Source: an optimization exercise on an open RTL-to-GDS flow (aim: small area, a short achievable clock period and few clock cycles). Production flows keep margins and buffers that such runs may drop. Only simulation tests tie the RTL to the original design; equivalence was not proved.

==> flow/design.v <==
`default_nettype none
module mult_div_unit #(
    parameter int RM  = 8,     
    parameter int BS  = 8     
) (
    input  logic        clk,
    input  logic        reset,
    input  logic        start,
    input  logic [2:0]  op,
    input  logic [31:0] RD1,
    input  logic [31:0] RD2,
    output logic        busy,
    output logic [31:0] HI,
    output logic [31:0] LO
);
    localparam int ND = RM / 2;                         
    localparam int W  = (32 + RM > 35) ? 32 + RM : 35;  
    localparam int NR = ND + 2;                         
    localparam logic [4:0] c_mul_last = 5'(32 / RM - 1);
    localparam logic [1:0] ST_MUL  = 2'd0;
    localparam logic [1:0] ST_MFIX = 2'd1;
    localparam logic [1:0] ST_PREP = 2'd2;
    localparam logic [1:0] ST_ITER = 2'd3;
    logic        r_busy;
    logic [1:0]  r_st;
    logic [4:0]  r_cnt;
    logic        r_sgnd;      
    logic        r_aneg;      
    logic        r_mprev;     
    logic [31:0] r_b;
    logic [31:0] r_hi;
    logic [31:0] r_lo;
    wire w_mul  = (r_st == ST_MUL);
    wire w_prep = (r_st == ST_PREP);
    wire w_iter = (r_st == ST_ITER);
    wire w_div  = r_st[1];
    wire w_bneg = r_sgnd & r_b[31];
    wire w_qneg = r_aneg ^ w_bneg;
    logic [31:0] w_am, w_bm;
    logic [5:0]  w_la, w_lb;
    logic [5:0]  w_s;
    assign w_am = r_hi ^ {32{r_aneg}};
    assign w_bm = r_b ^ {32{w_bneg}};
    always_comb begin
        w_la = 6'd0;
        w_lb = 6'd1;
        for (int i = 0; i < 32; i++) begin
            if (w_am[i]) w_la = 6'(i + 1);
            if (w_bm[i]) w_lb = 6'(i + 1);
        end
    end
    assign w_s = w_la + {5'd0, r_aneg} - w_lb;
    wire w_sneg = w_s[5];
    wire w_div0 = (r_b == 32'd0);
    logic [4:0]  w_amt;
    logic [31:0] w_sh;
    always_comb begin
        w_amt = 5'd0;
        if (w_iter) w_amt = r_cnt;
        else if (w_prep && !w_qneg) w_amt = w_s[4:0];
    end
    always_comb begin
        case (w_amt[4:3])
            2'd0: w_sh = r_b;
            2'd1: w_sh = {r_b[23:0], 8'd0};
            2'd2: w_sh = {r_b[15:0], 16'd0};
            default: w_sh = {r_b[7:0], 24'd0};
        endcase
    end
    logic [32:0]  w_a33;
    logic         w_hext;
    logic [W-1:0] w_hrow;
    logic [W-1:0] w_pp [ND];
    logic [W-1:0] w_krow;
    assign w_a33  = {w_bneg, w_sh};
    assign w_hext = r_hi[31] & (r_sgnd | ~w_div);
    assign w_hrow = W'({~w_hext, r_hi});
    always_comb begin
        logic [2:0]  bits;
        logic        one, two, neg, nprev;
        logic [33:0] pp;
        logic [W-1:0] k;
        k = W'(-(64'd1 << 32));
        nprev = 1'b0;
        for (int j = 0; j < ND; j++) begin
            bits = {r_lo[2*j+1], r_lo[2*j], (j == 0) ? r_mprev : r_lo[2*j-1]};
            one  = bits[1] ^ bits[0];
            two  = (bits == 3'b100) || (bits == 3'b011);
            neg  = bits[2];
            if (!w_mul) begin
                one = (j == 32'(w_amt[2:1])) && !w_amt[0];
                two = (j == 32'(w_amt[2:1])) && w_amt[0];
                neg = (j == 32'(w_amt[2:1])) && w_div && !w_qneg;
            end
            pp = ({34{one}} & {w_a33[32], w_a33}) | ({34{two}} & {w_a33, 1'b0});
            pp = pp ^ {34{neg}};
            w_pp[j] = W'({~pp[33], pp[32:0]}) << (2*j);
            if (j > 0) w_pp[j][2*j-2] = nprev;
            nprev = neg;
            k = k - W'(64'd1 << (33 + 2*j));
        end
        w_krow = k;
        w_krow[2*ND-2] = nprev;
    end
    logic [W-1:0] w_csa_s, w_csa_c;
    always_comb begin
        logic [W-1:0] x, y, z;
        x = w_krow;
        y = w_pp[ND-1];
        for (int i = 0; i < NR - 2; i++) begin
            if (i < ND - 1) z = w_pp[ND-2-i];
            else            z = w_hrow;
            w_csa_s = x ^ y ^ z;
            w_csa_c = ((x & y) | (x & z) | (y & z)) << 1;
            x = w_csa_s;
            y = w_csa_c;
        end
        w_csa_s = x;
        w_csa_c = y;
    end
    logic [W-1:0] w_sum;
    always_comb begin
        logic c, cb, g, p, inc;
        logic [W-1:0] s0;
        cb = 1'b0;
        for (int lo = 0; lo < W; lo += BS) begin
            c = 1'b0;
            p = 1'b1;
            for (int i = lo; i < lo + BS && i < W; i++) begin
                s0[i] = w_csa_s[i] ^ w_csa_c[i] ^ c;
                c = (w_csa_s[i] & w_csa_c[i]) | (w_csa_s[i] & c) | (w_csa_c[i] & c);
            end
            g = c;
            inc = cb;
            for (int i = lo; i < lo + BS && i < W; i++) begin
                w_sum[i] = s0[i] ^ inc;
                inc = inc & s0[i];
                p = p & s0[i];
            end
            cb = g | (p & cb);
        end
    end
    logic [34:0] w_t;
    logic        w_take;
    assign w_t    = w_sum[34:0];
    assign w_take = r_aneg ? (w_t[34] || (w_t == 35'd0)) : !w_t[34];
    wire w_acc_md = start && !op[2];
    wire w_pre_go = w_qneg ? w_take : !w_sneg;    
    always_ff @(posedge clk or negedge reset) begin
        if (!reset) begin
            r_busy <= 1'b0;
        end else if (!r_busy) begin
            r_busy <= w_acc_md;
        end else begin
            case (r_st)
                ST_MUL:  if (r_cnt == 5'd0 && (r_sgnd || !r_lo[RM-1])) r_busy <= 1'b0;
                ST_MFIX: r_busy <= 1'b0;
                ST_PREP: if (w_div0 || !w_pre_go || (!w_qneg && w_s[4:0] == 5'd0)) r_busy <= 1'b0;
                default: if (r_cnt == 5'd0) r_busy <= 1'b0;
            endcase
        end
    end
    always_ff @(posedge clk or negedge reset) begin
        if (!reset) begin
            r_st    <= ST_MUL;
            r_cnt   <= 5'd0;
            r_sgnd  <= 1'b0;
            r_aneg  <= 1'b0;
            r_mprev <= 1'b0;
        end else if (!r_busy) begin
            r_st    <= {op[1], 1'b0};
            r_cnt   <= c_mul_last;
            r_sgnd  <= !op[0];
            r_aneg  <= !op[0] && RD1[31];
            r_mprev <= 1'b0;
        end else begin
            case (r_st)
                ST_MUL: begin
                    r_mprev <= r_lo[RM-1];
                    r_cnt   <= r_cnt - 5'd1;
                    if (r_cnt == 5'd0) r_st <= ST_MFIX;
                end
                ST_PREP: begin
                    r_cnt <= w_s[4:0] - {4'd0, !w_qneg};
                    r_st  <= ST_ITER;
                end
                ST_ITER: r_cnt <= r_cnt - 5'd1;
                default: ;
            endcase
        end
    end
    always_ff @(posedge clk) begin
        if (!r_busy) r_b <= RD2;
    end
    logic [31:0] w_hi_int, w_lo_int;
    always_comb begin
        w_hi_int = r_hi;
        w_lo_int = r_lo;
        if (r_busy) begin
            case (r_st)
                ST_MUL: begin
                    w_hi_int = w_sum[RM+31:RM];
                    w_lo_int = {w_sum[RM-1:0], r_lo[31:RM]};
                end
                ST_MFIX: w_hi_int = w_sum[31:0];
                ST_PREP: begin
                    if (w_take && w_pre_go) w_hi_int = w_sum[31:0];
                    if (w_div0)       w_lo_int = '1;
                    else if (w_qneg)  w_lo_int = {32{w_take}};
                    else              w_lo_int = {31'd0, w_take && !w_sneg};
                end
                default: begin
                    if (w_take) w_hi_int = w_sum[31:0];
                    w_lo_int = {r_lo[30:0], w_take ^ w_qneg};
                end
            endcase
        end
    end
    wire w_ld_hi = !r_busy && start && (op[2] == 1'b0 || op == 3'd4);
    wire w_ld_lo = !r_busy && start && (op[2] == 1'b0 || op == 3'd5);
    always_ff @(posedge clk or negedge reset) begin
        if (!reset) begin
            r_hi <= '0;
            r_lo <= '0;
        end else begin
            r_hi <= w_ld_hi ? (RD1 & {32{op[1] | op[2]}}) : w_hi_int;
            r_lo <= w_ld_lo ? RD1 : w_lo_int;
        end
    end
    assign busy = r_busy;
    assign HI   = r_hi;
    assign LO   = r_lo;
endmodule
`default_nettype wire
clock: 90.0 ns
lec_check: 0
abc_area: 1
cap_margin: 20
core_margin: 2
core_utilization: 60
slew_margin: 20
standard.sh (not shown) runs the stock make flow with config.mk's settings and CLKGATE_MAP_FILE= SYNTH_SCRIPT=/design/flow/synth_recipe.tcl, a recipe that flattens the netlist after the stock synthesis.
==> flow/flow/run.sh <==
#!/bin/bash
# Layout flow: the standard synthesis and layout steps, with buf_1 port
# buffers and timing repair aimed at a setup margin that covers the clock
# period left over by the fixed 18 ns input and output delays.
set -uo pipefail
bash standard.sh synth > synth.log 2>&1 || exit 1
bash standard.sh SETUP_SLACK_MARGIN=70.7 \
    'BUFFER_PORTS_ARGS=-buffer_cell sky130_fd_sc_hd__buf_1' \
    finish > layout.log 2>&1 || exit 1
Testbench counts at the start, summed over its fixed seeds: cycles 13,407.
Change:
--- a/flow/design.v
+++ b/flow/design.v
@@ -74,6 +74,8 @@
     logic [W-1:0] w_krow;
     assign w_a33  = {w_bneg, w_sh};
-    assign w_hext = r_hi[31] & (r_sgnd | ~w_div);
-    assign w_hrow = W'({~w_hext, r_hi});
+    logic [31:0] w_hi_in;
+    assign w_hi_in = r_hi & {32{!(w_mul && r_cnt == c_mul_last)}};
+    assign w_hext  = w_hi_in[31] & (r_sgnd | ~w_div);
+    assign w_hrow  = W'({~w_hext, w_hi_in});
     always_comb begin
         logic [2:0]  bits;
@@ -224,5 +226,5 @@
             r_lo <= '0;
         end else begin
-            r_hi <= w_ld_hi ? (RD1 & {32{op[1] | op[2]}}) : w_hi_int;
+            r_hi <= w_ld_hi ? RD1 : w_hi_int;
             r_lo <= w_ld_lo ? RD1 : w_lo_int;
         end
Outcome: The changed run completed with no timing, DRC or antenna violations; routed wire length grows by about 6%; via count increases by about 4%; cell area went up by about 1.5%; setup slack improves by 0.053 ns; worst hold slack gets worse by 0.030 ns; fmax hardly moves; final cell count increases by about 1.1%; synthesized cell count climbs by 0.81%; core utilization came out higher by 1.2 points; non-clock buffer count climbs by 7; global-route usage went up by 1.8 points.
Testbench counts after the change, summed over its fixed seeds: cycles 13,407.

==> what the ideal ports hide <==
Ports are ideal in the flow. The routed layouts listed here were re-timed in OpenROAD. Step 1, drivers: a clkbuf_16 drives clk and a buf_2 each remaining input, both assumed. Step 2, shift: input delay + t, output delay - t, t = (earliest + latest rising clock arrival at the registers) / 2. This alone moves slack from input paths to output paths. a / b / c = no drivers / after step 1 / after step 2; a / b = the first two.
| run | t (ns) | setup WS [ns] | worst hold slack (ns) | latest minus earliest clock arrival (ns) | worst register clock-pin slew, ns |
|---|---|---|---|---|---|
| the first run | 0.404 | 70.754 / 70.780 / 70.375 | 0.589 / 0.589 / 0.589 | 0.015 / 0.015 | 0.08 / 0.08 |
| the second run | 0.418 | 70.807 / 70.757 / 70.417 | 0.560 / 0.560 / 0.560 | 0.014 / 0.014 | 0.09 / 0.09 |
After both steps every run listed still meets setup and hold. For the second run, which loses most, drivers alone change the setup slack by -0.050 ns; drivers and shift together by -0.390 ns.
